Source: an optimization exercise on an open RTL-to-GDS flow (aim: a short achievable clock period and few clock cycles). Production flows keep margins and buffers that such runs may drop. At most, simulation tests tie the RTL to the original design; equivalence was not proved. The RTL of run 2 was laid out without a check of its function. No activity file was given, so power comes from the tool's default toggle rates.

==> flow/design.v <==
module vixen_top (
    input  logic                clk,
    input  logic                rst_n,
    output logic                mem_en,
    output logic                mem_wr,
    output logic                mem_wide,
    output logic [16-1:0] mem_addr,
    output logic [16-1:0] mem_din,
    input  logic [16-1:0] mem_dout
);
    logic [15:0] rf [0:14];              
    logic        fn, fz, fc, fv;
    logic        halted;                 
    logic        jwait;                  
    logic        skipp;                  
    logic        jpend;                  
    logic        wb_v;                   
    logic [3:0]  wb_rd;
    logic [15:0] wb_val;                 
    logic        bus_fetch;              
    logic        bus_ld;                 
    logic [3:0]  bus_rt;
    logic [15:0] fpc;                    
    logic        ret_v;                  
    logic [15:0] ret_npc;                
    logic        ldd_v;                  
    logic [3:0]  ldd_rt;
    logic        ldd_wide;
    logic [1:0]  qcnt;
    logic [15:0] q_i  [0:2];
    logic [15:0] q_npc [0:2];
    logic        e_v;
    logic [15:0] e_npc, e_imm, e_tgt;
    logic [15:0] opA, opB, opBx;         
    logic [3:0]  e_rd, e_sh;
    logic [4:0]  e_off;
    logic        c_sum, c_movb, c_mvn, c_and, c_orr, c_eor, c_bic, c_shl, c_shr, c_imm;
    logic        c_cin_fc, c_cin_one;
    logic        c_wr, c_wnz, c_wc, c_wv;
    logic        c_ld, c_st, c_wide, c_br, c_bl, c_brd, c_pr, c_halt;
    logic        d_fq, d_v;
    logic [15:0] d_i, d_npc;
    assign d_fq  = qcnt != 2'd0;
    assign d_v   = d_fq | ret_v;
    assign d_i   = d_fq ? q_i[0] : mem_dout;
    assign d_npc = d_fq ? q_npc[0] : ret_npc;
    logic [15:0] ld_val;
    assign ld_val = ldd_wide ? mem_dout : {8'h00, mem_dout[15:8]};
    logic [4:0] d_op5;
    logic       d_alu, d_alu_ok, d_addi, d_sys, d_pr, d_nop, d_ld, d_st, d_movl, d_movh, d_br;
    logic       d_sub;
    assign d_op5 = d_i[12:8];
    assign d_alu = d_i[15:13] == 3'b000;
    always_comb begin
        case (d_op5)
            5'b00000, 5'b00001, 5'b00010, 5'b00011, 5'b00100, 5'b00101,
            5'b01100, 5'b01101, 5'b10100, 5'b10101, 5'b10110, 5'b10111,
            5'b11001, 5'b11010: d_alu_ok = 1'b1;
            default:            d_alu_ok = 1'b0;
        endcase
    end
    assign d_addi = d_i[15:13] == 3'b001 && d_i[3:0] != 4'hF;
    assign d_sys  = d_i[15:13] == 3'b001 && d_i[3:0] == 4'hF;
    assign d_pr   = d_sys && d_op5 == 5'b11111 && d_i[7:5] != 3'b111;
    assign d_nop  = d_i == 16'h3FEF;
    assign d_ld   = d_i[15:14] == 2'b01;
    assign d_st   = d_i[15:14] == 2'b10;
    assign d_movl = d_i[15:12] == 4'hC;
    assign d_movh = d_i[15:12] == 4'hD;
    assign d_br   = d_i[15:13] == 3'b111;
    assign d_sub  = d_alu && (d_op5 == 5'b00011 || d_op5 == 5'b00101 || d_op5 == 5'b01101);
    logic n_sum, n_movb, n_mvn, n_and, n_orr, n_eor, n_bic, n_shl, n_shr, n_imm;
    logic n_cin_fc, n_cin_one, n_wr, n_wnz, n_wc, n_wv, n_halt;
    always_comb begin
        n_sum = 1'b0; n_movb = 1'b0; n_mvn = 1'b0; n_and = 1'b0; n_orr = 1'b0;
        n_eor = 1'b0; n_bic = 1'b0; n_shl = 1'b0; n_shr = 1'b0; n_imm = 1'b0;
        n_cin_fc = 1'b0; n_cin_one = 1'b0;
        n_wr = 1'b0; n_wnz = 1'b0; n_wc = 1'b0; n_wv = 1'b0;
        n_halt = (d_sys && !d_pr && !d_nop) || (d_alu && !d_alu_ok);
        if (d_alu) begin
            case (d_op5)
                5'b00000: n_movb = 1'b1;
                5'b00001: n_mvn  = 1'b1;
                5'b01100, 5'b10111: n_and = 1'b1;
                5'b10100: n_orr  = 1'b1;
                5'b10101: n_eor  = 1'b1;
                5'b10110: n_bic  = 1'b1;
                5'b11001: n_shl  = 1'b1;
                5'b11010: n_shr  = 1'b1;
                default:  n_sum  = 1'b1;
            endcase
            n_cin_fc  = d_op5 == 5'b00010 || d_op5 == 5'b00011;
            n_cin_one = d_op5 == 5'b00101 || d_op5 == 5'b01101;
            if (d_alu_ok) begin
                n_wr  = !(d_op5 == 5'b01101 || d_op5 == 5'b10111);
                n_wnz = !(d_op5 == 5'b00000 || d_op5 == 5'b00001);
                n_wv  = d_op5 == 5'b00010 || d_op5 == 5'b00011 || d_op5 == 5'b00100 ||
                        d_op5 == 5'b00101 || d_op5 == 5'b01101;
                n_wc  = n_wv || d_op5 == 5'b11001 || d_op5 == 5'b11010;
            end
        end else if (d_addi) begin
            n_sum = 1'b1;
            n_wr = 1'b1; n_wnz = 1'b1; n_wc = 1'b1; n_wv = 1'b1;
        end else if (d_movl || d_movh) begin
            n_imm = 1'b1;
            n_wr  = 1'b1;
        end
    end
    function automatic logic [13:0] conds(input logic n, input logic z, input logic c, input logic v);
        conds = {z | (n ^ v), ~z & ~(n ^ v), n ^ v, ~(n ^ v), ~c | z, c & ~z,
                 ~v, v, ~n, n, ~c, c, ~z, z};
    endfunction
    logic [13:0] cond_vec, c_csel;
    logic        cond_true;
    assign cond_true = |(cond_vec & c_csel);
    logic        e_cin;
    logic [15:0] ag, ap, cy;
    logic [15:0] sum;
    logic        sum_c;
    assign e_cin = (c_cin_fc & fc) | c_cin_one;
    always_comb begin
        logic [15:0] g, p;
        g = opA & opBx;
        p = opA ^ opBx;
        g[0] = g[0] | (p[0] & e_cin);
        for (int l = 0; l < 4; l++) begin
            logic [15:0] g2, p2;
            g2 = g; p2 = p;
            for (int i = 0; i < 16; i++) begin
                if ((i >> l) & 1) begin
                    int j;
                    j = ((i >> l) << l) - 1;
                    g2[i] = g[i] | (p[i] & g[j]);
                    p2[i] = p[i] & p[j];
                end
            end
            g = g2; p = p2;
        end
        ag = g;                  
        ap = opA ^ opBx;
    end
    assign cy    = {ag[14:0], e_cin};
    assign sum   = ap ^ cy;
    assign sum_c = ag[15];
    logic z_sum;
    assign z_sum = &(ap ~^ {opA[14:0] | opBx[14:0], e_cin});
    logic [15:0] shl, shr;
    logic        shl_c, shr_c;
    assign {shl_c, shl} = {1'b0, opA} << e_sh;
    assign {shr, shr_c} = {opA, 1'b0} >> e_sh;
    logic [15:0] res_o, res;
    logic        res_c, res_n, res_z, res_v;
    assign res_o = ({16{c_movb}} & opB)  | ({16{c_mvn}} & ~opB) |
                   ({16{c_and}}  & (opA & opB)) | ({16{c_orr}} & (opA | opB)) |
                   ({16{c_eor}}  & (opA ^ opB)) | ({16{c_bic}} & (opA & ~opB)) |
                   ({16{c_shl}}  & shl) | ({16{c_shr}} & shr) | ({16{c_imm}} & e_imm);
    assign res   = res_o | ({16{c_sum}} & sum);
    assign res_c = (c_sum & sum_c) | (c_shl & shl_c) | (c_shr & shr_c);
    assign res_n = res[15];
    assign res_z = c_sum ? z_sum : res_o == 16'd0;
    assign res_v = res_n ^ opA[15] ^ opBx[15] ^ res_c;
    logic fn_n, fz_n, fc_n, fv_n;
    assign fn_n = e_v && c_wnz ? res_n : fn;
    assign fz_n = e_v && c_wnz ? res_z : fz;
    assign fc_n = e_v && c_wc  ? res_c : fc;
    assign fv_n = e_v && c_wv  ? res_v : fv;
    logic e_we, e_jmp, e_ld15, e_prfalse, e_halting;
    assign e_we      = e_v && c_wr && e_rd != 4'hF;
    assign e_jmp     = e_v && c_wr && e_rd == 4'hF;
    assign e_ld15    = e_v && c_ld && e_rd == 4'hF;
    logic e_jfast, e_jslow, e_hold;
    assign e_jfast   = e_jmp && (c_movb || c_imm);
    assign e_jslow   = e_jmp && !(c_movb || c_imm);
    assign e_hold    = e_ld15 || e_jslow;
    assign e_prfalse = e_v && c_pr && !cond_true;
    assign e_halting = e_v && c_halt;
    logic [15:0] ls_addr;
    assign ls_addr = opB + {11'd0, e_off};
    logic ld15_jump;
    assign ld15_jump = ldd_v && ldd_rt == 4'hF;
    logic        redirect;
    logic [15:0] tgt;
    always_comb begin
        redirect = 1'b0;
        tgt      = {ld_val[15:1], 1'b0};
        if (ld15_jump) begin
            redirect = 1'b1;
        end else if (jpend) begin
            redirect = 1'b1;
            tgt      = {wb_val[15:1], 1'b0};
        end else if (e_v && c_br && !c_brd) begin
            redirect = 1'b1;
            tgt      = e_tgt;
        end else if (e_jfast) begin
            redirect = 1'b1;
            tgt      = c_imm ? {e_imm[15:1], 1'b0} : {opB[15:1], 1'b0};
        end
    end
    logic haz, kill, block, adv, consumed;
    logic haz_q;
    assign haz_q = (e_v && c_ld && (q_i[0][3:0] == e_rd || q_i[0][7:4] == e_rd ||
                                    (q_i[0][15:12] == 4'hF && e_rd == 4'hE)))
                 || (bus_ld && (q_i[0][3:0] == bus_rt || q_i[0][7:4] == bus_rt));
    assign haz = d_fq ? haz_q : ((e_v && c_ld) || bus_ld);
    assign kill     = e_prfalse || skipp;
    assign block    = redirect || e_hold || jwait || e_halting || halted;
    assign adv      = d_v && !kill && !haz && !block;
    assign consumed = d_v && (adv || kill);
    logic        dred;
    logic [15:0] d_tgt;
    assign dred  = adv && d_br && !(e_v && (c_ld || c_st));
    logic [15:0] tgt_f, tgt_q;
    assign tgt_f = ret_npc + {{3{mem_dout[11]}}, mem_dout[11:0], 1'b0};
    assign tgt_q = q_npc[0] + {{3{q_i[0][11]}}, q_i[0][11:0], 1'b0};
    assign d_tgt = d_fq ? tgt_q : tgt_f;
    logic [15:0] rfa_f, rfb_f, rfa_q, rfb_q, va, vb;
    logic [3:0]  fa_i, fb_i, qa_i, qb_i;
    assign fa_i = mem_dout[3:0];
    assign fb_i = mem_dout[7:4];
    assign qa_i = q_i[0][3:0];
    assign qb_i = q_i[0][7:4];
    assign rfa_f = fa_i == 4'hF ? d_npc : rf[fa_i];
    assign rfb_f = fb_i == 4'hF ? d_npc : rf[fb_i];
    assign rfa_q = qa_i == 4'hF ? d_npc : rf[qa_i];
    assign rfb_q = qb_i == 4'hF ? d_npc : rf[qb_i];
    logic fwe_a, fwe_b, fwl_a, fwl_b, fww_a, fww_b;
    assign fwe_a = e_we && d_i[3:0] == e_rd;
    assign fwe_b = e_we && d_i[7:4] == e_rd;
    assign fww_a = wb_v && d_i[3:0] == wb_rd;
    assign fww_b = wb_v && d_i[7:4] == wb_rd;
    assign fwl_a = ldd_v && d_i[3:0] == ldd_rt;
    assign fwl_b = ldd_v && d_i[7:4] == ldd_rt;
    always_comb begin
        va = d_fq ? rfa_q : rfa_f;
        vb = d_fq ? rfb_q : rfb_f;
        if (fwl_a && d_i[3:0] != 4'hF) va = ld_val;
        if (fwl_b && d_i[7:4] != 4'hF) vb = ld_val;
        if (fww_a) va = wb_val;
        if (fww_b) vb = wb_val;
        if (fwe_a) va = res;
        if (fwe_b) vb = res;
    end
    logic [1:0] cnt_next;
    logic       cons_sure, fetch_ok, pop;
    logic [1:0] cnt_in;
    logic [2:0] cnt_fl;
    assign cnt_in    = qcnt + {1'b0, ret_v};                     
    assign cnt_fl    = {1'b0, cnt_in} + {2'b0, bus_fetch};
    assign cnt_next  = consumed ? cnt_in - 2'd1 : cnt_in;
    assign cons_sure = d_v && (kill || !((e_v && c_ld) || bus_ld));
    assign fetch_ok  = cons_sure ? cnt_fl <= 3'd3 : cnt_fl <= 3'd2;
    assign pop       = consumed && d_fq;
    always_ff @(posedge clk) begin
        e_npc  <= d_npc;
        wb_val <= res;
        wb_rd  <= e_rd;
        e_tgt  <= d_tgt;
        e_imm  <= d_movh ? {d_i[11:4], 8'h00} : {8'h00, d_i[11:4]};
        e_rd   <= d_i[3:0];
        e_sh   <= d_i[7:4];
        for (int k = 0; k < 14; k++) c_csel[k] <= d_i[7:4] == 4'(k);
        e_off  <= d_i[12:8];
        opA    <= va;
        opB    <= vb;
        opBx   <= d_addi ? {{7{d_i[12]}}, d_i[12:4]} : (d_sub ? ~vb : vb);
        c_sum <= n_sum; c_movb <= n_movb; c_mvn <= n_mvn; c_and <= n_and; c_orr <= n_orr;
        c_eor <= n_eor; c_bic <= n_bic; c_shl <= n_shl; c_shr <= n_shr; c_imm <= n_imm;
        c_cin_fc <= n_cin_fc; c_cin_one <= n_cin_one;
        c_wr <= n_wr; c_wnz <= n_wnz; c_wc <= n_wc; c_wv <= n_wv;
        c_ld <= d_ld; c_st <= d_st; c_wide <= d_i[13];
        c_br <= d_br; c_bl <= d_i[12]; c_brd <= dred;
        c_pr <= d_pr; c_halt <= n_halt;
        ret_npc  <= mem_addr + 16'd2;
        ldd_rt   <= bus_rt;
        ldd_wide <= mem_wide;
        for (int i = 0; i < 3; i++) begin
            if (pop ? (i + 1 >= qcnt) : (i == qcnt)) begin
                q_i[i]  <= mem_dout;
                q_npc[i] <= ret_npc;
            end else if (pop) begin
                q_i[i]  <= q_i[i < 2 ? i + 1 : 2];
                q_npc[i] <= q_npc[i < 2 ? i + 1 : 2];
            end
        end
    end
    always_ff @(posedge clk) begin
        if (!rst_n) begin
            for (int i = 0; i < 15; i++) rf[i] <= 16'd0;
            fn <= 1'b0; fz <= 1'b0; fc <= 1'b0; fv <= 1'b0;
            cond_vec <= conds(1'b0, 1'b0, 1'b0, 1'b0);
        end else begin
            cond_vec <= conds(fn_n, fz_n, fc_n, fv_n);
            if (ldd_v && ldd_rt != 4'hF)
                rf[ldd_rt] <= ld_val;
            if (wb_v)
                rf[wb_rd] <= wb_val;
            if (e_v && c_br && c_bl)
                rf[14] <= e_npc;
            fn <= fn_n; fz <= fz_n; fc <= fc_n; fv <= fv_n;
        end
    end
    always_ff @(posedge clk) begin
        if (!rst_n) begin
            halted    <= 1'b0;
            jwait     <= 1'b0;
            skipp     <= 1'b0;
            mem_en    <= 1'b1;           
            mem_wr    <= 1'b0;
            mem_wide  <= 1'b1;
            mem_addr  <= 16'h0000;
            bus_fetch <= 1'b1;
            bus_ld    <= 1'b0;
            bus_rt    <= 4'd0;
            fpc       <= 16'h0000;
            ret_v     <= 1'b0;
            ldd_v     <= 1'b0;
            qcnt      <= 2'd0;
            e_v       <= 1'b0;
            wb_v      <= 1'b0;
            jpend     <= 1'b0;
        end else begin
            if (e_halting) halted <= 1'b1;
            if (redirect)
                skipp <= 1'b0;
            else if (e_prfalse && !d_v)
                skipp <= 1'b1;
            else if (skipp && d_v)
                skipp <= 1'b0;
            ret_v <= bus_fetch && !redirect && !e_hold && !dred;
            ldd_v <= bus_ld;
            e_v   <= adv;
            wb_v  <= e_we;
            jpend <= e_jslow;
            if (redirect || e_hold || dred)
                qcnt <= 2'd0;
            else
                qcnt <= cnt_next;
            if (e_ld15) jwait <= 1'b1;
            else if (ld15_jump) jwait <= 1'b0;
            bus_fetch <= 1'b0;
            bus_ld    <= 1'b0;
            mem_wr    <= 1'b0;
            mem_en    <= 1'b0;
            if (halted || e_halting) begin
                mem_en <= 1'b0;
            end else if (redirect) begin
                mem_en    <= 1'b1;
                mem_wide  <= 1'b1;
                mem_addr  <= tgt;
                fpc       <= tgt;
                bus_fetch <= 1'b1;
            end else if (dred) begin
                mem_en    <= 1'b1;
                mem_wide  <= 1'b1;
                mem_addr  <= d_tgt;
                fpc       <= d_tgt;
                bus_fetch <= 1'b1;
            end else if (e_v && (c_ld || c_st)) begin
                mem_en   <= 1'b1;
                mem_wr   <= c_st;
                mem_wide <= c_wide;
                mem_addr <= ls_addr;
                bus_ld   <= c_ld;
                bus_rt   <= e_rd;
            end else if (!jwait && !e_jslow && fetch_ok) begin
                mem_en    <= 1'b1;
                mem_wide  <= 1'b1;
                mem_addr  <= fpc + 16'd2;
                fpc       <= fpc + 16'd2;
                bus_fetch <= 1'b1;
            end
        end
    end
    always_ff @(posedge clk) begin
        mem_din <= opA;
    end
endmodule
==> flow/run.sh <==
#!/bin/bash
# synth_recipe.tcl (not shown) runs the flow's synth.tcl, then flattens the netlist and writes it again
# the make line also repeats each setting of config.mk as NAME=value (left out here)
make -C /OpenROAD-flow-scripts/flow DESIGN_CONFIG=/design/flow/config.mk WORK_HOME=/design/flow/orfs CLKGATE_MAP_FILE= SYNTH_SCRIPT=/design/flow/synth_recipe.tcl finish
==> flow/config.mk <==
export PLATFORM = sky130hd
export DESIGN_NAME = vixen_top
export DESIGN_NICKNAME = vixen_top
export VERILOG_FILES = /design/flow/design.v
export SDC_FILE = /design/flow/constraint.sdc
export NUM_CORES = 4
export LEC_CHECK = 0
export ABC_CLOCK_PERIOD_IN_PS = 2500
export CAP_MARGIN = 30
export CORE_MARGIN = 2
export CORE_UTILIZATION = 40
export SETUP_SLACK_MARGIN = 5
export SLEW_MARGIN = 30
==> flow/constraint.sdc <==
create_clock -name core_clock -period 8.0 [get_ports {clk}]
set_input_delay 1.6000 -clock core_clock [delete_from_list [all_inputs] [get_ports {clk}]]
set_output_delay 1.6000 -clock core_clock [all_outputs]
set_load 0.01 [all_outputs]
==> results of run 1 <==
layer usage:
| metal | track usage, % | routed length [µm] | up-vias |
|---|---|---|---|
| li1 | - | - | 14800 |
| met1 | 44.7 | 64700 | 17900 |
| met4 | 19.8 | 13400 | 8 |
| met3 | 11.6 | 28000 | 788 |
| met5 | 0 | 52 | - |
| met2 | 48.8 | 75700 | 3210 |
logic make-up (layout without fill, tap and decap cells):
group	Yosys count	count (layout)	synth area share [%]
buffers and inverters	444	702	4.30
and+or+nand+nor	1022	1027	11.4
AOI/OAI and AO/OA	919	920	14.3
adders and majority gates	129	129	4.15
DFF	627	627	39.8
muxes	540	542	23.3
xor gates and xnor gates	127	127	2.76
worst register-to-register path: stages, from the launching register on:
cell	delay [ns]
dfxtp_4	0.36
a21oi_4	0.07
fa_2	0.39
fa_2	0.35
nand2b_4	0.16
a21oi_4	0.16
o21a_1	0.17
o21a_1	0.15
o21ai_2	0.07
nor2b_4	0.14
fa_2	0.46
o21bai_4	0.36
a21o_1	0.30
xnor2_1	0.16
o21ai_1	0.09
through the flow:
step	hold WS (ns)	utilization (%)	total power, mW	instances
3_3_place_gp	0.404	42.7	13.4	4924
2_1_floorplan	0.329	-	10.6	3808
6_report	0.394	51.4	19.6	5372
5_1_grt	0.394	51.4	20.1	5372
3_5_place_dp	0.393	42.8	13.5	4928
4_1_cts	0.389	49.5	18.2	5276
state kept, by name (all words and copies together), names as in the netlist, 15 cells and up, named ones only:
register  flops
wb_val       16
e_tgt        16
ret_npc      16
opB          16
q_npc        48
fpc          16
mem_addr     16
opA          16
opBx         16
q_i          48
rf          256
e_npc        15
mem_din      16
e_imm        16
worst max path at each step:
stage               slack (ns)          endpoint          from  cells after the start
global route              4.38  opBx[13]$_DFF_P_   mem_dout[4]                     10
finish                    4.42  opBx[10]$_DFF_P_   mem_dout[7]                     11
floorplan                 3.98  opBx[10]$_DFF_P_   mem_dout[5]                     13
CTS                       4.46   opBx[5]$_DFF_P_   mem_dout[7]                     11
detailed placement        2.26  opBx[11]$_DFF_P_  mem_dout[12]                     10
global placement          2.28   opBx[9]$_DFF_P_   mem_dout[4]                      9
cells in the final DEF, fill, tap and decap left out, types with 36 or more instances in the layout:
cell             n
xor2_1          55
dfxtp_2         44
ha_1           101
o21ai_1        105
mux2_2         102
nand2_1        486
mux4_2         308
dfxtp_1        213
buf_6           51
nor2_1         184
buf_4          234
buf_12          58
o21ai_0        283
clkbuf_16       83
xnor2_1         56
nand3_1         52
mux2i_1         97
dlygate4sd2_1   36
inv_1          103
a21oi_1        106
edfxtp_1       352
area by class of cell:
| type | count | area (µm²) |
|---|---|---|
| clock inverter | 50 | 423 |
| fill | 8492 | 48600 |
| sequential | 627 | 16200 |
| timing repair buffer | 441 | 5330 |
| multi-input combinational | 2745 | 25300 |
| clock buffer | 84 | 1970 |
| inverter | 127 | 517 |
| tap | 1298 | 1620 |
power by group through the flow:
stage / Clock [mW] / Combinational, mW / Sequential, mW
after floorplan: 0 / 5.81 / 4.83
after global placement: 0 / 7.76 / 5.64
after detailed placement: 0 / 7.82 / 5.63
after CTS: 3.47 / 9.28 / 5.47
after global routing: 3.59 / 11.0 / 5.56
final: 3.47 / 10.6 / 5.54
repair_timing:
item	CTS	global route
pin swaps	112	155
setup buffers	178	90
setup endpoints to repair	868	335
cloned	36	6
resized for setup	506	222
hold endpoints to repair	0	0
==> impl_metrics.json, run 1 <==
{
  "finalHoldViolCount": 0,
  "drv_slew": 0,
  "worstSetupEndpointType": "flop",
  "synth.avg_cell_area_um2": 10.6,
  "crit_type": "input pin to flop",
  "arrival_ns": 4.12,
  "port_buffers": 52,
  "crit_path_frequent_cell": "and2_4",
  "worstPathRequired_ns": 8.54,
  "setup_tns_ns": 0,
  "syn_nets": 3955,
  "fp.dieH_um": 322,
  "rr_worst_depth": 14,
  "grt_start_max_net_pins": 65,
  "clk-insertion-delay-late_ns": 0.67,
  "rsz0062_at_grt": "yes",
  "slowest_stage": "or4_4",
  "synth_top_area_share_pct": 26.2,
  "drt_first_pass_iters": 8,
  "core_area_um2": 100000,
  "dpl.hpwl_um": 109000,
  "post-place-ws_ns": 2.26,
  "synth_edf_count": 352,
  "clockBufferDepth": 3,
  "cellLeakagePower_nw": 19.2,
  "clkPwrFrac_pct": 17.7,
  "num_io_pins": 53,
  "antenna_found_initial": 6,
  "r2r_start": "cond_vec[2]$_SDFF_PN0_",
  "via_per_inst": 6.84,
  "max_stage_delay_ns": 0.60,
  "drive_above_1_share_pct": 34.2,
  "cp_max_fo": 8,
  "internal_power_mw": 11.0,
  "cp_top_family": "simple AND/OR/NAND/NOR gates",
  "cts_inserted_buffers": 74,
  "synth_ff_type": "edfxtp_1",
  "switching_power_mw": 8.61,
  "cts.sinks": 627,
  "hold_depth": 0,
  "min_to": "ret_npc[0]$_DFF_P_",
  "outcome": "finished clean",
  "synthArstFlopShare_pct": 0,
  "hold_class": "flop to flop",
  "gp_congestion": 0.980,
  "area_growth_pct": 27.3,
  "syn_inst": 3808,
  "rows": 116,
  "nNetsFinal": 4163,
  "synth_common_cells": "nand2_1, o21ai_0, edfxtp_1, mux4_2, dfxtp_1",
  "max_cap_violations": 0,
  "synth.distinct_cells": 87,
  "path_cells": "buf_16, or3b_4, and2_4, xnor2_4, or4_4, and2_4, buf_6, a2111oi_4, a21o_1, xnor2_1, o21ai_1",
  "synth_top_cell_by_area": "edfxtp_1",
  "max_freq_mhz": 279,
  "yosysWarnings": 3,
  "clk_root_buffer_cell": "clkbuf_16",
  "postLayoutCellArea_um2": 51400,
  "synth_most_common_cell": "nand2_1",
  "min_from": "mem_addr[0]$_SDFFE_PN0P_",
  "report.final.setup_viol": 0,
  "swShare_pct": 44.0,
  "yosys-top-cells-area": "edfxtp_1, mux4_2, dfxtp_1",
  "n_antenna_cell": 0,
  "finalWorstSetupSlack_ns": 4.42,
  "wl_per_cell_um": 33.9,
  "peakVddDrop_v": 0.000395,
  "netlist_area_um2": 40400,
  "ys_seq_elements": 627,
  "dieArea_um2": 103000,
  "hold_buffers": 0,
  "power.density_nw_per_um2": 381,
  "reg2reg_slack_ns": 4.49,
  "seqPwrFrac_pct": 28.3,
  "htreeDepth": 3,
  "antenna_left": 0,
  "combPwrFrac_pct": 54.0,
  "min_period_ns": 3.58,
  "skew_ns": 0.0359,
  "grtUsageTotal_pct": 34.1,
  "cp_num_buf_inv": 2,
  "die_w_um": 322,
  "drtIter0Drc": 6522,
  "wl_um": 182000,
  "fin_crit_sh_pct": 44.7,
  "place_area_um2": 42800,
  "start_util_pct": 40.4,
  "drc": 0,
  "timing.rr.end": "opBx[8]$_DFF_P_",
  "grt_pass1_wl_um": 252000,
  "vias": 36800,
  "cts_tree": "done",
  "startpoint_type": "input pin",
  "grt-ovfl-total": 0,
  "maxSlewHeadroom_pct": 21.2,
  "seq_area_frac_synth_pct": 39.8,
  "clk_pin_slew_ns": 0.06,
  "tightestPinTransition_ns": 1.18,
  "grt_pass1_vias": 33900
}
Testbench counts, summed over its fixed seeds: cycles 57,462.
==> run 2: changes to the inputs <==
--- a/flow/design.v
+++ b/flow/design.v
@@ -16,2 +16,6 @@
     logic        jpend;                  
+    logic        st_v;                   
+    logic [3:0]  st_rb;                  
+    logic [4:0]  st_off;
+    logic [15:0] st_data;
     logic        wb_v;                   
@@ -108,4 +112,5 @@
     end
-    function automatic logic [13:0] conds(input logic n, input logic z, input logic c, input logic v);
-        conds = {z | (n ^ v), ~z & ~(n ^ v), n ^ v, ~(n ^ v), ~c | z, c & ~z,
+    function automatic logic [13:0] conds(input logic n, input logic z, input logic c, input logic v,
+                                          input logic nv);
+        conds = {z | nv, ~z & ~nv, nv, ~nv, ~c | z, c & ~z,
                  ~v, v, ~n, n, ~c, c, ~z, z};
@@ -166,2 +171,8 @@
     assign fv_n = e_v && c_wv  ? res_v : fv;
+    logic nv_n;
+    assign nv_n = !(e_v && c_wnz) ? fn ^ fv :
+                  c_wv            ? opA[15] ^ opBx[15] ^ sum_c :
+                                    res_n ^ fv;
+    logic [15:0] ls_addr;
+    assign ls_addr = opB + {11'd0, e_off};
     logic e_we, e_jmp, e_ld15, e_prfalse, e_halting;
@@ -169,2 +180,4 @@
     assign e_jmp     = e_v && c_wr && e_rd == 4'hF;
+    logic fwd_hit;
+    assign fwd_hit   = c_wide && st_v && e_sh == st_rb && e_off == st_off;
     assign e_ld15    = e_v && c_ld && e_rd == 4'hF;
@@ -176,4 +189,2 @@
     assign e_halting = e_v && c_halt;
-    logic [15:0] ls_addr;
-    assign ls_addr = opB + {11'd0, e_off};
     logic ld15_jump;
@@ -225,18 +236,37 @@
     assign rfb_q = qb_i == 4'hF ? d_npc : rf[qb_i];
-    logic fwe_a, fwe_b, fwl_a, fwl_b, fww_a, fww_b;
-    assign fwe_a = e_we && d_i[3:0] == e_rd;
-    assign fwe_b = e_we && d_i[7:4] == e_rd;
-    assign fww_a = wb_v && d_i[3:0] == wb_rd;
-    assign fww_b = wb_v && d_i[7:4] == wb_rd;
-    assign fwl_a = ldd_v && d_i[3:0] == ldd_rt;
-    assign fwl_b = ldd_v && d_i[7:4] == ldd_rt;
+    function automatic logic [2:0] hits(input logic [3:0] k);
+        hits = {e_we && k == e_rd, wb_v && k == wb_rd, ldd_v && k == ldd_rt && k != 4'hF};
+    endfunction
+    logic [2:0] h_fa, h_fb, h_qa, h_qb, h_a, h_b;
+    assign h_fa = hits(fa_i);
+    assign h_fb = hits(fb_i);
+    assign h_qa = hits(qa_i);
+    assign h_qb = hits(qb_i);
+    assign h_a  = d_fq ? h_qa : h_fa;
+    assign h_b  = d_fq ? h_qb : h_fb;
+    logic s_ea, s_wa, s_la, s_qa, s_fa, s_eb, s_wb, s_lb, s_qb, s_fb;
+    always_comb begin
+        s_ea = d_fq ? h_qa[2] : h_fa[2];
+        s_wa = d_fq ? (!h_qa[2] && h_qa[1]) : (!h_fa[2] && h_fa[1]);
+        s_la = d_fq ? (!h_qa[2] && !h_qa[1] && h_qa[0]) : (!h_fa[2] && !h_fa[1] && h_fa[0]);
+        s_qa = d_fq && h_qa == 3'b000;
+        s_fa = !d_fq && h_fa == 3'b000;
+        s_eb = d_fq ? h_qb[2] : h_fb[2];
+        s_wb = d_fq ? (!h_qb[2] && h_qb[1]) : (!h_fb[2] && h_fb[1]);
+        s_lb = d_fq ? (!h_qb[2] && !h_qb[1] && h_qb[0]) : (!h_fb[2] && !h_fb[1] && h_fb[0]);
+        s_qb = d_fq && h_qb == 3'b000;
+        s_fb = !d_fq && h_fb == 3'b000;
+    end
+    logic [15:0] vbx, subm, immx;
+    assign subm = {16{d_sub}};
+    assign immx = {{7{d_i[12]}}, d_i[12:4]};
     always_comb begin
-        va = d_fq ? rfa_q : rfa_f;
-        vb = d_fq ? rfb_q : rfb_f;
-        if (fwl_a && d_i[3:0] != 4'hF) va = ld_val;
-        if (fwl_b && d_i[7:4] != 4'hF) vb = ld_val;
-        if (fww_a) va = wb_val;
-        if (fww_b) vb = wb_val;
-        if (fwe_a) va = res;
-        if (fwe_b) vb = res;
+        va  = ({16{s_ea}} & res) | ({16{s_wa}} & wb_val) | ({16{s_la}} & ld_val) |
+              ({16{s_qa}} & rfa_q) | ({16{s_fa}} & rfa_f);
+        vb  = ({16{s_eb}} & res) | ({16{s_wb}} & wb_val) | ({16{s_lb}} & ld_val) |
+              ({16{s_qb}} & rfb_q) | ({16{s_fb}} & rfb_f);
+        vbx = d_addi ? immx :
+              (({16{s_eb}} & (res ^ subm)) | ({16{s_wb}} & (wb_val ^ subm)) |
+               ({16{s_lb}} & (ld_val ^ subm)) | ({16{s_qb}} & (rfb_q ^ subm)) |
+               ({16{s_fb}} & (rfb_f ^ subm)));
     end
@@ -252,2 +282,40 @@
     assign pop       = consumed && d_fq;
+    logic        n_en, n_bwr, n_wide, n_fetch, n_ld, use_tf;
+    logic        b_en, b_bwr, b_wide, b_fetch, b_ld;
+    logic [3:0]  n_rt;
+    logic [15:0] n_addr, n_fpc, b_addr, b_fpc, dq_tgt;
+    always_comb begin
+        b_en    = 1'b0;
+        b_bwr   = 1'b0;
+        b_wide  = mem_wide;
+        b_fetch = 1'b0;
+        b_ld    = 1'b0;
+        n_rt    = bus_rt;
+        b_addr  = mem_addr;
+        b_fpc   = fpc;
+        if (halted || e_halting) begin
+            b_en = 1'b0;
+        end else if (redirect) begin
+            b_en = 1'b1; b_wide = 1'b1; b_fetch = 1'b1;
+            b_addr = tgt; b_fpc = tgt;
+        end else if (e_ld15 && fwd_hit) begin
+            b_en = 1'b1; b_wide = 1'b1; b_fetch = 1'b1;
+            b_addr = {st_data[15:1], 1'b0}; b_fpc = b_addr;
+        end else if (e_v && (c_ld || c_st)) begin
+            b_en = 1'b1; b_bwr = c_st; b_wide = c_wide; b_ld = c_ld; n_rt = e_rd;
+            b_addr = ls_addr;
+        end else if (!jwait && !e_jslow && fetch_ok) begin
+            b_en = 1'b1; b_wide = 1'b1; b_fetch = 1'b1;
+            b_addr = fpc + 16'd2; b_fpc = b_addr;
+        end
+    end
+    assign dq_tgt  = tgt_q;
+    assign n_en    = dred | b_en;
+    assign n_bwr   = !dred & b_bwr;
+    assign n_wide  = dred | b_wide;
+    assign n_fetch = dred | b_fetch;
+    assign n_ld    = !dred & b_ld;
+    assign n_addr  = dred ? dq_tgt : b_addr;
+    assign n_fpc   = dred ? dq_tgt : b_fpc;
+    assign use_tf  = dred && d_br && !d_fq;
     always_ff @(posedge clk) begin
@@ -264,3 +332,3 @@
         opB    <= vb;
-        opBx   <= d_addi ? {{7{d_i[12]}}, d_i[12:4]} : (d_sub ? ~vb : vb);
+        opBx   <= vbx;
         c_sum <= n_sum; c_movb <= n_movb; c_mvn <= n_mvn; c_and <= n_and; c_orr <= n_orr;
@@ -289,5 +357,5 @@
             fn <= 1'b0; fz <= 1'b0; fc <= 1'b0; fv <= 1'b0;
-            cond_vec <= conds(1'b0, 1'b0, 1'b0, 1'b0);
+            cond_vec <= conds(1'b0, 1'b0, 1'b0, 1'b0, 1'b0);
         end else begin
-            cond_vec <= conds(fn_n, fz_n, fc_n, fv_n);
+            cond_vec <= conds(fn_n, fz_n, fc_n, fv_n, nv_n);
             if (ldd_v && ldd_rt != 4'hF)
@@ -320,2 +388,3 @@
             jpend     <= 1'b0;
+            st_v      <= 1'b0;
         end else begin
@@ -333,2 +402,10 @@
             jpend <= e_jslow;
+            if (e_v && c_st) begin
+                st_v    <= c_wide && e_sh != 4'hF;
+                st_rb   <= e_sh;
+                st_off  <= e_off;
+                st_data <= opA;
+            end else if (e_v && (((c_wr || c_ld) && e_rd == st_rb) || (c_br && c_bl && st_rb == 4'hE))) begin
+                st_v    <= 1'b0;
+            end
             if (redirect || e_hold || dred)
@@ -337,36 +414,12 @@
                 qcnt <= cnt_next;
-            if (e_ld15) jwait <= 1'b1;
+            if (e_ld15 && !fwd_hit) jwait <= 1'b1;
             else if (ld15_jump) jwait <= 1'b0;
-            bus_fetch <= 1'b0;
-            bus_ld    <= 1'b0;
-            mem_wr    <= 1'b0;
-            mem_en    <= 1'b0;
-            if (halted || e_halting) begin
-                mem_en <= 1'b0;
-            end else if (redirect) begin
-                mem_en    <= 1'b1;
-                mem_wide  <= 1'b1;
-                mem_addr  <= tgt;
-                fpc       <= tgt;
-                bus_fetch <= 1'b1;
-            end else if (dred) begin
-                mem_en    <= 1'b1;
-                mem_wide  <= 1'b1;
-                mem_addr  <= d_tgt;
-                fpc       <= d_tgt;
-                bus_fetch <= 1'b1;
-            end else if (e_v && (c_ld || c_st)) begin
-                mem_en   <= 1'b1;
-                mem_wr   <= c_st;
-                mem_wide <= c_wide;
-                mem_addr <= ls_addr;
-                bus_ld   <= c_ld;
-                bus_rt   <= e_rd;
-            end else if (!jwait && !e_jslow && fetch_ok) begin
-                mem_en    <= 1'b1;
-                mem_wide  <= 1'b1;
-                mem_addr  <= fpc + 16'd2;
-                fpc       <= fpc + 16'd2;
-                bus_fetch <= 1'b1;
-            end
+            bus_fetch <= n_fetch;
+            bus_ld    <= n_ld;
+            bus_rt    <= n_rt;
+            mem_wr    <= n_bwr;
+            mem_en    <= n_en;
+            mem_wide  <= n_wide;
+            mem_addr  <= use_tf ? tgt_f : n_addr;
+            fpc       <= use_tf ? tgt_f : n_fpc;
         end
==> run 2 against run 1 <==
Effect of this change:
- still clean on timing, DRC and antenna
- final cell count up 8.7%
- core utilization rose by 0.61 points
- combinational power up 7%
- non-clock buffer count rose by 118
- sequential cell count up 25
- cell area grew 6.4%
- area after synthesis rose by 4.7%
==> impl_metrics.json, run 2 <==
{
  "outcome": "finished clean",
  "syn_inst": 4077,
  "layout_commonest_cell": "nand2_1",
  "slowest_stage": "or4_4",
  "drtIter0Drc": 7195,
  "maxSlewHeadroom_pct": 26.7,
  "synth_common_cells": "nand2_1, o21ai_0, edfxtp_1, mux4_2, dfxtp_1",
  "peakVddDrop_v": 0.000347,
  "r2r_start": "opA[1]$_DFF_P_",
  "start_util_pct": 40.2,
  "antenna_left": 0,
  "synth.distinct_cells": 102,
  "drc": 0,
  "final_cell_mix": "nand2_1, edfxtp_1, o21ai_0, buf_4, mux4_2",
  "ys_seq_elements": 652,
  "reg2reg_slack_ns": 4.67,
  "timing.rr.end": "opBx[9]$_DFF_P_",
  "fp.dieH_um": 329,
  "postLayoutCellArea_um2": 54700,
  "grtUsageTotal_pct": 35.0,
  "htreeDepth": 3,
  "multi_input_area_um2": 26300,
  "cp_num_buf_inv": 2,
  "synthArstFlopShare_pct": 0,
  "wl_per_cell_um": 34.5,
  "min_from": "mem_addr[0]$_SDFFE_PN0P_",
  "drt_first_pass_iters": 9,
  "worstPathRequired_ns": 8.57,
  "clk-insertion-delay-late_ns": 0.68,
  "nNetsFinal": 4530,
  "min_to": "ret_npc[0]$_DFF_P_",
  "hold_class": "flop to flop",
  "seq_area_frac_synth_pct": 39.8,
  "netlist_area_um2": 42300,
  "max_cap_violations": 0,
  "clk_root_buffer_cell": "clkbuf_16",
  "hold_ws_ns": 0.388,
  "die_w_um": 329,
  "grt_pass1_vias": 36700,
  "rr_worst_depth": 14,
  "finalHoldViolCount": 0,
  "yosys-top-cells-area": "edfxtp_1, mux4_2, dfxtp_1",
  "final-seq-area_um2": 17000,
  "dieArea_um2": 108000,
  "max_stage_delay_ns": 0.50,
  "report.final.setup_viol": 0,
  "place_area_um2": 44800,
  "fin_crit_sh_pct": 42.4,
  "rows": 119,
  "setup_tns_ns": 0,
  "syn_nets": 4224,
  "hold_depth": 0,
  "arrival_ns": 3.96,
  "core_area_um2": 105000,
  "port_buffers": 52,
  "num-fill-cells": 9034,
  "synth_top_cell_by_area": "edfxtp_1",
  "vias": 40200,
  "largest_register": "rf",
  "startpoint_type": "input pin",
  "cp_top_family": "simple AND/OR/NAND/NOR gates",
  "synth_edf_count": 376,
  "skew_ns": 0.0300,
  "worstSetupEndpointType": "flop",
  "hold_buffers": 0,
  "gp_congestion": 0.966,
  "wl_um": 201000,
  "drive_above_1_share_pct": 33.7,
  "synth.avg_cell_area_um2": 10.4,
  "power.density_nw_per_um2": 379,
  "synth_ff_type": "edfxtp_1",
  "via_per_inst": 6.89,
  "area_growth_pct": 29.3,
  "antenna_found_initial": 8,
  "max_freq_mhz": 295,
  "synth_most_common_cell": "nand2_1",
  "clockBufferDepth": 3,
  "path_cells": "buf_16, ha_4, inv_2, fa_2, nor2b_2, o31a_1, o211ai_1, a31oi_2, xor2_1, or4_4, nor3b_2, o21a_1",
  "cts.sinks": 652,
  "cp_max_fo": 3,
  "cts_inserted_buffers": 76,
  "cellLeakagePower_nw": 20.5,
  "tightestPinTransition_ns": 1.10,
  "synth_top_area_share_pct": 26.7,
  "drv_slew": 0,
  "num_io_pins": 53,
  "min_period_ns": 3.39,
  "largest_register_ff_count": 256,
  "crit_type": "input pin to flop",
  "yosysWarnings": 3,
  "cts_tree": "done",
  "rsz0062_at_grt": "yes",
  "grt-ovfl-total": 0,
  "grt_start_max_net_pins": 65,
  "grt_pass1_wl_um": 273000,
  "clk_pin_slew_ns": 0.06,
  "dpl.hpwl_um": 123000,
  "biggestRegsByFlops": "rf x256, q_i x48, q_npc x48"
}
==> run 2: layer usage <==
| metal | wire length, µm | GRT usage (%) |
|---|---|---|
| met1 | 69900 | 44.2 |
| met3 | 30400 | 12.2 |
| met2 | 83600 | 50.9 |
| met5 | 48 | 0.304 |
| met4 | 17400 | 22.5 |
==> run 2: where the power goes <==
part           switching (mW)  leakage, nW  internal (mW)
Clock                    1.58         1.24           2.06
Sequential               1.20         6.10           4.52
Combinational            6.45         13.2           4.90
==> run 2: worst max-delay path by stage <==
stage	start	end	slack, ns	depth (start not counted)
after floorplan	mem_dout[1]	fpc[13]$_SDFFE_PN0P_	4.03	13
after global placement	mem_dout[4]	opBx[0]$_DFF_P_	2.96	10
after detailed placement	mem_dout[4]	opBx[0]$_DFF_P_	2.86	10
after CTS	mem_dout[0]	fpc[13]$_SDFFE_PN0P_	4.65	12
after global routing	mem_dout[0]	fpc[13]$_SDFFE_PN0P_	4.58	12
final	mem_dout[0]	fpc[13]$_SDFFE_PN0P_	4.61	12
==> run 2: logic make-up (layout without fill, tap and decap cells) <==
family | Yosys count | after routing | share of synthesized area [%]
AOI/OAI and AO/OA | 1033 | 1034 | 15.9
xor gates and xnor gates | 145 | 145 | 3.00
and+or+nand+nor | 1139 | 1145 | 12.1
adders and majority gates | 129 | 129 | 3.96
muxes | 511 | 512 | 20.6
buffers and inverters | 468 | 829 | 4.57
DFF | 652 | 652 | 39.8
other | 0 | 2 | 0
==> run 2: layout make-up <==
| cell class | count | area share [%] |
|---|---|---|
| clock inverters | 48 | 0.936 |
| multi-input cells | 2965 | 48.1 |
| clock buffers | 93 | 3.73 |
| inverters | 129 | 0.986 |
| flip-flops and latches | 652 | 31.0 |
| diodes | 2 | 0.00915 |
| repair buffers | 559 | 12.0 |
| well taps | 1391 | 3.18 |
==> run 2: repair_timing <==
action / 4_1_cts / 5_1_grt
cloned: 32 / 19
resized for setup: 513 / 273
pin swaps: 131 / 147
endpoints found under the setup margin: 883 / 491
setup buffers: 246 / 117
==> run 2: stage by stage <==
stage | setup WS, ns | util, % | cells | total power, mW
global placement | 2.96 | 42.5 | 5279 | 14.1
finish | 4.61 | 52.0 | 5839 | 20.7
CTS | 4.65 | 49.6 | 5701 | 19.2
floorplan | 4.03 | - | 4077 | 11.1
global route | 4.58 | 52.0 | 5837 | 21.2
detailed placement | 2.86 | 42.6 | 5282 | 14.2
==> run 3: changes to the inputs <==
--- a/flow/design.v
+++ b/flow/design.v
@@ -112,5 +112,4 @@
     end
-    function automatic logic [13:0] conds(input logic n, input logic z, input logic c, input logic v,
-                                          input logic nv);
-        conds = {z | nv, ~z & ~nv, nv, ~nv, ~c | z, c & ~z,
+    function automatic logic [13:0] conds(input logic n, input logic z, input logic c, input logic v);
+        conds = {z | (n ^ v), ~z & ~(n ^ v), n ^ v, ~(n ^ v), ~c | z, c & ~z,
                  ~v, v, ~n, n, ~c, c, ~z, z};
@@ -171,6 +170,2 @@
     assign fv_n = e_v && c_wv  ? res_v : fv;
-    logic nv_n;
-    assign nv_n = !(e_v && c_wnz) ? fn ^ fv :
-                  c_wv            ? opA[15] ^ opBx[15] ^ sum_c :
-                                    res_n ^ fv;
     logic [15:0] ls_addr;
@@ -357,5 +352,5 @@
             fn <= 1'b0; fz <= 1'b0; fc <= 1'b0; fv <= 1'b0;
-            cond_vec <= conds(1'b0, 1'b0, 1'b0, 1'b0, 1'b0);
+            cond_vec <= conds(1'b0, 1'b0, 1'b0, 1'b0);
         end else begin
-            cond_vec <= conds(fn_n, fz_n, fc_n, fv_n, nv_n);
+            cond_vec <= conds(fn_n, fz_n, fc_n, fv_n);
             if (ldd_v && ldd_rt != 4'hF)
--- a/flow/config.mk
+++ b/flow/config.mk
@@ -11,2 +11,3 @@
 export CORE_UTILIZATION = 40
+export PLACE_DENSITY = 0.72
 export SETUP_SLACK_MARGIN = 5
==> run 3 against run 2 <==
Effect of this change:
- still clean
- wire length down 7.2%
- via count is 0.29% lower
- sequential share of layout area is 0.82 points higher
- first-iteration DRC count rose by 14%
- sequential power is 2% higher
- largest cell class unchanged
==> impl_metrics.json, run 3 <==
{
  "drc": 0,
  "core_area_um2": 104000,
  "drtIter0Drc": 8191,
  "dpl.hpwl_um": 113000,
  "min_to": "ldd_rt[3]$_DFF_P_",
  "setup_tns_ns": 0,
  "nNetsFinal": 4408,
  "grt_start_max_net_pins": 65,
  "fp.dieH_um": 327,
  "wl_per_cell_um": 32.8,
  "num-fill-cells": 8556,
  "synth.distinct_cells": 83,
  "startpoint_type": "input pin",
  "drt_first_pass_iters": 13,
  "cp_num_buf_inv": 5,
  "reg2reg_slack_ns": 4.70,
  "port_buffers": 52,
  "gp_congestion": 0.999,
  "postLayoutCellArea_um2": 53300,
  "clk-insertion-delay-late_ns": 0.70,
  "cts.sinks": 652,
  "rows": 118,
  "seq_area_frac_synth_pct": 40.2,
  "arrival_ns": 4.04,
  "power.density_nw_per_um2": 374,
  "timing.rr.end": "opBx[0]$_DFF_P_",
  "cp_max_fo": 7,
  "outcome": "finished clean",
  "fin_crit_sh_pct": 43.7,
  "area_growth_pct": 27.3,
  "netlist_area_um2": 41800,
  "finalHoldViolCount": 0,
  "antenna_left": 0,
  "clockBufferDepth": 3,
  "worstPathRequired_ns": 8.54,
  "largest_register": "rf",
  "maxSlewHeadroom_pct": 17.0,
  "final-seq-area_um2": 17000,
  "cts_inserted_buffers": 74,
  "slowest_stage": "a221oi_4",
  "die_w_um": 327,
  "cts_tree": "done",
  "grt-ovfl-total": 0,
  "largest_register_ff_count": 256,
  "min_period_ns": 3.50,
  "yosys-top-cells-area": "edfxtp_1, mux4_2, dfxtp_1",
  "max_freq_mhz": 286,
  "layout_commonest_cell": "nand2_1",
  "syn_inst": 4029,
  "grtUsageTotal_pct": 32.6,
  "ys_seq_elements": 652,
  "num_io_pins": 53,
  "cp_top_family": "compound AO/OA/AOI/OAI gates",
  "max_stage_delay_ns": 0.32,
  "cellLeakagePower_nw": 19.8,
  "synthArstFlopShare_pct": 0,
  "worstSetupEndpointType": "flop",
  "path_cells": "buf_12, buf_16, and2_4, and3_4, nor4_2, and3_4, buf_6, a22o_4, buf_6, buf_8, a221oi_4, o32ai_2, o21ai_1, o21ai_1",
  "hold_class": "flop to flop",
  "synth_top_area_share_pct": 27.0,
  "synth_most_common_cell": "nand2_1",
  "synth.avg_cell_area_um2": 10.4,
  "htreeDepth": 3,
  "skew_ns": 0.0478,
  "yosysWarnings": 3,
  "synth_common_cells": "nand2_1, o21ai_0, edfxtp_1, mux4_2, dfxtp_1",
  "r2r_start": "q_i[0][4]$_DFFE_PN_",
  "synth_ff_type": "edfxtp_1",
  "start_util_pct": 40.4,
  "min_from": "bus_rt[3]$_SDFFE_PN0P_",
  "clk_root_buffer_cell": "clkbuf_16",
  "crit_type": "input pin to flop",
  "final_cell_mix": "nand2_1, edfxtp_1, buf_4, o21ai_0, mux4_2",
  "max_cap_violations": 0,
  "biggestRegsByFlops": "rf x256, q_i x48, q_npc x48",
  "drive_above_1_share_pct": 32.8,
  "synth_top_cell_by_area": "edfxtp_1",
  "rr_worst_depth": 13,
  "vias": 40100,
  "multi_input_area_um2": 25800,
  "synth_edf_count": 376,
  "drv_slew": 0,
  "peakVddDrop_v": 0.000253,
  "dieArea_um2": 107000,
  "rsz0062_at_grt": "yes",
  "hold_depth": 0,
  "report.final.setup_viol": 0,
  "syn_nets": 4176,
  "tightestPinTransition_ns": 1.24,
  "via_per_inst": 7.03,
  "grt_pass1_wl_um": 256000,
  "grt_pass1_vias": 37000,
  "place_area_um2": 44400,
  "antenna_found_initial": 9,
  "clk_pin_slew_ns": 0.06,
  "wl_um": 187000
}
run 3: changes by cell type after synthesis, sizes merged, moves of 13 or more:
| cell | delta |
|---|---|
| inv | +13 |
| nand2 | -67 |
| nor3 | -17 |
| a21oi | +57 |
| a22oi | -13 |
| nor2 | +48 |
| o21ai | -23 |
| o2111ai | -13 |
run 3: final cells by class:
cell class | instances | area share (%)
Inverter | 141 | 1.12
Timing Repair Buffer | 488 | 10.3
Clock buffer | 97 | 4.01
Sequential cell | 652 | 31.8
Tap cell | 1380 | 3.24
Clock inverter | 40 | 1.01
Multi-Input combinational cell | 2904 | 48.4
Antenna cell | 3 | 0.0141
run 3: worst max-delay path by stage:
stage                start  cells after the start  slack (ns)                    to
3_3_place_gp   mem_dout[2]                      8        2.83       opA[11]$_DFF_P_
6_report       mem_dout[6]                     14        4.50       opBx[0]$_DFF_P_
3_5_place_dp   mem_dout[2]                      8        2.76       opA[11]$_DFF_P_
4_1_cts        mem_dout[5]                     11        4.71       opBx[7]$_DFF_P_
5_1_grt        mem_dout[6]                     14        4.48       opBx[0]$_DFF_P_
2_1_floorplan  mem_dout[1]                     14        4.27  fpc[11]$_SDFFE_PN0P_
run 3: cells by family (layout without fill, tap and decap cells):
family / Yosys count / in the layout / synth area share [%]
AND/OR/NAND/NOR: 1079 / 1081 / 11.4
multiplexers: 536 / 536 / 21.7
buffers and inverters: 476 / 766 / 4.54
XOR/XNOR: 148 / 148 / 3.10
AO/OA/AOI/OAI: 1009 / 1010 / 15.1
flip-flops: 652 / 652 / 40.2
other: 0 / 3 / 0
adder cells (fa/ha/maj): 129 / 129 / 4.00
run 3: power breakdown:
group | internal, mW | switching [mW] | total, mW
sequential | 4.52 | 1.28 | 5.81
clock | 2.23 | 1.59 | 3.82
combinational | 4.44 | 5.88 | 10.3
total | 11.2 | 8.76 | 19.9
run 3: what timing repair did:
item,4_1_cts,5_1_grt
setup buffers,190,116
pin swaps,112,135
hold buffers,0,0
cloned,25,14
gates resized for setup,455,238
endpoints found under the setup margin,777,264
run 3: metrics by stage:
step	utilization, %	setup WS, ns	instances	hold WS (ns)	power [mW]
after floorplan	-	4.27	4029	0.326	10.8
after global placement	42.7	2.83	5212	0.387	13.4
after detailed placement	42.8	2.76	5219	0.388	13.5
after CTS	49.2	4.71	5571	0.404	18.3
after global routing	51.4	4.48	5703	0.412	20.4
final	51.4	4.50	5705	0.403	19.9
run 3: metal layers:
metal | global-route usage, % | part of all wire [%] | vias to the layer above
li1 | - | - | 15700
met4 | 23.7 | 10 | 14
met2 | 46.0 | 40 | 4126
met1 | 39.7 | 33 | 19000
met5 | 0 | 0.059 | -
met3 | 13.9 | 16 | 1306
Testbench counts of run 3, summed over its fixed seeds: cycles 55,810.
==> run 4: changes to the inputs <==
--- a/flow/config.mk
+++ b/flow/config.mk
@@ -11,3 +11,3 @@
 export CORE_UTILIZATION = 40
-export PLACE_DENSITY = 0.72
+export GPL_ROUTABILITY_DRIVEN = 0
 export SETUP_SLACK_MARGIN = 5
==> run 4 against run 3 <==
Effect of this change:
- still clean
- core utilization increased by 0.25 points
- wire length increased by 1.9%
- area after synthesis unchanged
- first-iteration DRC count decreased by 17%
- total power increased by 0.48%
- clock power decreased by 7.9%
- fmax increased by 4.3%
- hold slack got worse by 0.016 ns
- sequential cell count unchanged
- global-route usage increased by 0.89 points
- critical path type unchanged
- highest routed layer unchanged
==> impl_metrics.json, run 4 <==
{
  "clockBufferDepth": 3,
  "synth.avg_cell_area_um2": 10.4,
  "antenna_found_initial": 10,
  "min_period_ns": 3.35,
  "cp_max_fo": 32,
  "final_util_pct": 51.7,
  "syn_inst": 4029,
  "drtIter0Drc": 6762,
  "final_cell_mix": "nand2_1, edfxtp_1, mux4_2, o21ai_0, buf_4",
  "crit_type": "input pin to flop",
  "ys_seq_elements": 652,
  "fp.dieH_um": 327,
  "start_util_pct": 40.4,
  "path_cells": "buf_6, buf_8, nand3_4, o211ai_1, o22ai_4, a2111oi_4, xnor2_1, o21ai_1",
  "startpoint_type": "input pin",
  "htreeDepth": 3,
  "grtUsageTotal_pct": 33.5,
  "cp_num_buf_inv": 2,
  "core_area_um2": 104000,
  "yosys-top-cells-area": "edfxtp_1, mux4_2, dfxtp_1",
  "synth_top_area_share_pct": 27.0,
  "hold_buffers": 0,
  "report.final.setup_viol": 0,
  "drc": 0,
  "skew_ns": 0.0291,
  "syn_nets": 4176,
  "synth.distinct_cells": 83,
  "layout_commonest_cell": "nand2_1",
  "max_stage_delay_ns": 0.47,
  "cts_tree": "done",
  "largest_register_ff_count": 256,
  "grt-ovfl-total": 0,
  "worstPathRequired_ns": 8.52,
  "die_w_um": 327,
  "grt_pass1_vias": 35700,
  "biggestRegsByFlops": "rf x256, q_i x48, q_npc x48",
  "grt_start_max_net_pins": 65,
  "synth_most_common_cell": "nand2_1",
  "rsz0062_at_grt": "yes",
  "area_growth_pct": 27.9,
  "rows": 118,
  "drt_first_pass_iters": 7,
  "grt_pass1_wl_um": 260000,
  "num_io_pins": 53,
  "drive_above_1_share_pct": 33.1,
  "placed_cells": 5224,
  "power.density_nw_per_um2": 374,
  "netlist_area_um2": 41800,
  "synth_edf_count": 376,
  "nNetsFinal": 4421,
  "synth_ff_type": "edfxtp_1",
  "yosysWarnings": 3,
  "maxSlewHeadroom_pct": 23.4,
  "seq_area_frac_synth_pct": 40.2,
  "max_cap_violations": 0,
  "port_buffers": 52,
  "vias": 38900,
  "slowest_stage": "a2111oi_4",
  "tightestPinTransition_ns": 1.15,
  "setup_tns_ns": 0,
  "arrival_ns": 3.87,
  "synth_top_cell_by_area": "edfxtp_1",
  "hold_class": "flop to flop",
  "final_cell_count_no_fill": 5720,
  "clk_pin_slew_ns": 0.06,
  "via_per_inst": 6.80,
  "clk_root_buffer_cell": "clkbuf_16",
  "largest_register": "rf",
  "num-fill-cells": 9032,
  "cellLeakagePower_nw": 20.0,
  "dieArea_um2": 107000,
  "synthArstFlopShare_pct": 0,
  "peakVddDrop_v": 0.000282,
  "dpl.hpwl_um": 115000,
  "max_freq_mhz": 298,
  "synth_common_cells": "nand2_1, o21ai_0, edfxtp_1, mux4_2, dfxtp_1",
  "cts_inserted_buffers": 75,
  "cp_top_family": "compound AO/OA/AOI/OAI gates",
  "antenna_left": 0,
  "drv_slew": 0,
  "fin_crit_sh_pct": 41.9,
  "wl_per_cell_um": 33.3,
  "outcome": "finished clean",
  "cts.sinks": 652,
  "worstSetupEndpointType": "flop",
  "finalHoldViolCount": 0,
  "clk-insertion-delay-late_ns": 0.67,
  "wl_um": 190000
}
run 4: cell counts after synthesis:
No cell type changed its count.
run 4: metrics by stage:
stage | hold slack [ns] | instance area [µm²] | setup WS (ns) | total power, mW
after floorplan | 0.326 | 43400 | 4.27 | 10.8
after global placement | 0.378 | 44400 | 2.78 | 13.5
after detailed placement | 0.381 | 44400 | 2.71 | 13.6
after CTS | 0.385 | 50900 | 4.75 | 18.4
after global routing | 0.402 | 53500 | 4.60 | 20.6
final | 0.387 | 53500 | 4.65 | 20.0
run 4: area by class of cell:
class	count	area, µm²	area share, %
Timing Repair Buffer	496	5670	10.6
Clock inverter	37	348	0.650
Inverter	141	586	1.09
Clock buffer	102	2060	3.85
Sequential cell	652	16900	31.7
Multi-Input combinational cell	2908	26200	48.9
Antenna cell	4	10.0	0.0187
Tap cell	1380	1730	3.23
run 4: power by group:
group | switching, mW | internal (mW)
registers | 1.23 | 4.52
logic | 6.02 | 4.75
clock network | 1.54 | 1.98
run 4: worst paths after layout:
path	endpoint	cells past startpoint	from	slack, ns
max	opBx[5]$_DFF_P_	8	mem_dout[7]	4.65
min	ret_npc[0]$_DFF_P_	0	mem_addr[0]$_SDFFE_PN0P_	0.39
max reg2reg	opBx[3]$_DFF_P_	11	e_v$_SDFF_PN0_	4.71
min reg2reg	ret_npc[0]$_DFF_P_	0	mem_addr[0]$_SDFFE_PN0P_	0.39
run 4: logic make-up after synthesis:
logic type / synth area share [%]
fa+ha+maj: 4.00
buf+inv: 4.54
flops: 40.2
xor+xnor: 3.10
compound gates: 15.1
simple gates: 11.4
mux: 21.7
run 4: timing repair:
item | 4_1_cts | 5_1_grt
hold endpoints to repair | 0 | 0
pin swaps | 100 | 108
setup buffers | 196 | 113
endpoints found under the setup margin | 913 | 386
gates resized for setup | 486 | 314
cloned | 27 | 17
run 4: per-layer routing:
layer,vias to the layer above,global-route usage [%],part of all wire (%)
met5,-,0,0.036
met4,10,21.4,8.5
met3,900,12.5,15
met2,3438,48.7,41
met1,18800,41.8,35
li1,15700,-,-
==> run 5: changes to the inputs <==
--- a/flow/config.mk
+++ b/flow/config.mk
@@ -11,3 +11,2 @@
 export CORE_UTILIZATION = 40
-export GPL_ROUTABILITY_DRIVEN = 0
 export SETUP_SLACK_MARGIN = 5
==> run 5 against run 4 <==
Effect of this change:
- still clean on timing, DRC and antenna
- non-clock buffer count shrank 17
- synthesized cell count is the same
- register-to-register slack is essentially flat
- clock power grew 5%
- critical path type unchanged
- highest routed layer unchanged
==> impl_metrics.json, run 5 <==
{
  "outcome": "finished clean",
  "dpl.hpwl_um": 116000,
  "antenna_left": 0,
  "antenna_found_initial": 7,
  "maxSlewHeadroom_pct": 24.5,
  "htreeDepth": 3,
  "grt-ovfl-total": 0,
  "die_w_um": 327,
  "layout_commonest_cell": "nand2_1",
  "finalWorstSetupSlack_ns": 4.67,
  "hold_ws_ns": 0.386,
  "skew_ns": 0.0444,
  "hold_class": "flop to flop",
  "finalHoldViolCount": 0,
  "syn_inst": 4029,
  "cts_tree": "done",
  "grt_start_max_net_pins": 65,
  "area_growth_pct": 27.8,
  "p_total_mw": 19.9,
  "synthArstFlopShare_pct": 0,
  "worstSetupEndpointType": "flop",
  "min_period_ns": 3.33,
  "multi_input_area_um2": 26100,
  "synth.distinct_cells": 83,
  "worstPathRequired_ns": 8.54,
  "yosysWarnings": 3,
  "grtUsageTotal_pct": 33.8,
  "yosys-top-cells-area": "edfxtp_1, mux4_2, dfxtp_1",
  "synth_most_common_cell": "nand2_1",
  "cts_inserted_buffers": 76,
  "nNetsFinal": 4402,
  "ys_seq_elements": 652,
  "slowest_stage": "a21oi_2",
  "tightestPinTransition_ns": 1.13,
  "grt_busiest_layer": "met2",
  "drv_slew": 0,
  "num_io_pins": 53,
  "crit_type": "input pin to flop",
  "clockBufferDepth": 3,
  "synth_common_cells": "nand2_1, o21ai_0, edfxtp_1, mux4_2, dfxtp_1",
  "grt_use_met2_pct": 49.5,
  "rsz0062_at_grt": "yes",
  "synth_top_area_share_pct": 27.0,
  "setup_tns_ns": 0,
  "post-place-ws_ns": 2.91,
  "seq_area_frac_synth_pct": 40.2,
  "met3_usage_pct": 10.4,
  "max_cap_violations": 0,
  "drtIter0Drc": 6519,
  "power.density_nw_per_um2": 372,
  "netlist_area_um2": 41800,
  "via_per_inst": 6.72,
  "placed_cells": 5233,
  "largest_register_ff_count": 256,
  "gp_congestion": 0.977,
  "grt_pass1_vias": 35500,
  "largest_register": "rf",
  "max_freq_mhz": 300,
  "wl_um": 189000,
  "synth_top_cell_by_area": "edfxtp_1",
  "synth_edf_count": 376,
  "path_cells": "buf_16, buf_4, nor2b_4, buf_6, a221oi_1, o21ai_2, o21ai_0, a21oi_2, o221ai_4, a221o_1, o221ai_2, o21ai_1",
  "final_cell_mix": "nand2_1, edfxtp_1, o21ai_0, mux4_2, buf_4",
  "rows": 118,
  "synth.avg_cell_area_um2": 10.4,
  "final-seq-area_um2": 16900,
  "drc": 0,
  "wl_per_cell_um": 33.2,
  "cellLeakagePower_nw": 19.9,
  "grt_pass1_wl_um": 261000,
  "clk_root_buffer_cell": "clkbuf_16",
  "cts.sinks": 652,
  "peakVddDrop_v": 0.000289,
  "fp.dieH_um": 327,
  "core_area_um2": 104000,
  "arrival_ns": 3.87,
  "hold_buffers": 0,
  "max_stage_delay_ns": 0.34,
  "drive_above_1_share_pct": 33.0,
  "cp_max_fo": 9,
  "num-fill-cells": 9050,
  "synth_ff_type": "edfxtp_1",
  "report.final.setup_viol": 0,
  "final_cell_count_no_fill": 5698,
  "met1_usage_pct": 44.1,
  "vias": 38300,
  "biggestRegsByFlops": "rf x256, q_i x48, q_npc x48",
  "drt_first_pass_iters": 9,
  "startpoint_type": "input pin",
  "fin_crit_sh_pct": 41.6,
  "clk_pin_slew_ns": 0.06,
  "start_util_pct": 40.4,
  "dieArea_um2": 107000,
  "clk-insertion-delay-late_ns": 0.70,
  "syn_nets": 4176,
  "port_buffers": 52
}
run 5: cell counts after synthesis:
Identical to the previous run, type by type.
run 5: worst paths after layout:
check                              start  slack (ns)  cells past startpoint                      end
setup reg to reg          opA[0]$_DFF_P_        4.71                     14  cond_vec[13]$_SDFF_PN0_
hold reg to reg   bus_rt[1]$_SDFFE_PN0P_        0.39                      0        ldd_rt[1]$_DFF_P_
setup / recovery             mem_dout[6]        4.67                     12          opBx[3]$_DFF_P_
hold / removal    bus_rt[1]$_SDFFE_PN0P_        0.39                      0        ldd_rt[1]$_DFF_P_
run 5: logic make-up after synthesis:
logic type | after synthesis | share of synthesized area (%)
flip-flops | 652 | 40.2
adder cells (fa/ha/maj) | 129 | 4.00
buffers and inverters | 476 | 4.54
multiplexers | 536 | 21.7
XOR/XNOR | 148 | 3.10
AO/OA/AOI/OAI | 1009 | 15.1
AND/OR/NAND/NOR | 1079 | 11.4
run 5: area by class of cell:
cell class	instances	share of cell area [%]
antenna	2	0.00936
tap	1380	3.23
timing repair buffer	479	10.4
clock inverter	36	0.728
multi-input combinational	2905	48.8
sequential	652	31.7
clock buffer	103	4.08
inverter	141	1.06
run 5: worst max-delay path: cells and delay by family:
kind | cells | cell delay (ns)
AO/OA/AOI/OAI | 8 | 1.47
buffers and inverters | 3 | 0.51
AND/OR/NAND/NOR | 1 | 0.28
run 5: repair_timing:
| item | 4_1_cts | 5_1_grt |
|---|---|---|
| gates resized for setup | 473 | 303 |
| setup endpoints to repair | 862 | 356 |
| pin swaps | 99 | 118 |
| gates cloned | 29 | 15 |
| buffers inserted | 175 | 105 |
run 5: where the power goes:
part	internal [mW]	switching [mW]
combinational	4.59	5.90
clock	2.12	1.56
sequential	4.52	1.23
run 5: per-stage QoR:
stage | cell area [µm²] | utilization (%)
6_report | 53500 | 51.6
5_1_grt | 53500 | 51.6
2_1_floorplan | 43400 | -
4_1_cts | 50900 | 49.1
3_5_place_dp | 44500 | 42.9
3_3_place_gp | 44400 | 42.9
run 5: layer usage:
| layer | up-vias | share of wire [%] |
|---|---|---|
| met1 | 18700 | 36 |
| li1 | 15600 | - |
| met2 | 3216 | 42 |
| met5 | - | 0.014 |
| met3 | 708 | 15 |
| met4 | 4 | 7.2 |

-- static timing again, ports no longer ideal --
Ports are ideal in the flow. The routed layouts listed here were re-timed in OpenROAD.
Step 1 assumes that a clkbuf_16 drives the clock port and a buf_2 every other input.
Step 2 adds t to the input delays and takes it off the output delays; t is the mean of the earliest and latest rising clock arrival at the registers after step 1. Input paths then give back, and output paths get back, about the clock's delay inside the block.
a / b / c = no drivers / after step 1 / after step 2; a / b = the first two.
run | shift t [ns] | setup slack, ns | hold WS [ns] | worst data-port slew with drivers (ns)
run 1 | 0.728 | 4.421 / 4.138 / 3.410 | 0.394 / 0.394 / 0.394 | 0.41
run 2 | 0.734 | 4.611 / 4.416 / 3.681 | 0.388 / 0.388 / 0.388 | 0.36
run 3 | 0.754 | 4.505 / 4.520 / 3.767 | 0.403 / 0.403 / 0.403 | 0.38
run 4 | 0.736 | 4.648 / 4.528 / 3.793 | 0.387 / 0.387 / 0.387 | 0.36
run 5 | 0.751 | 4.672 / 4.493 / 3.742 | 0.386 / 0.386 / 0.386 | 0.33
After both steps setup and hold are still met in every run listed. For run 1, which loses most, drivers alone change the setup slack by -0.283 ns; drivers and shift together by -1.011 ns.
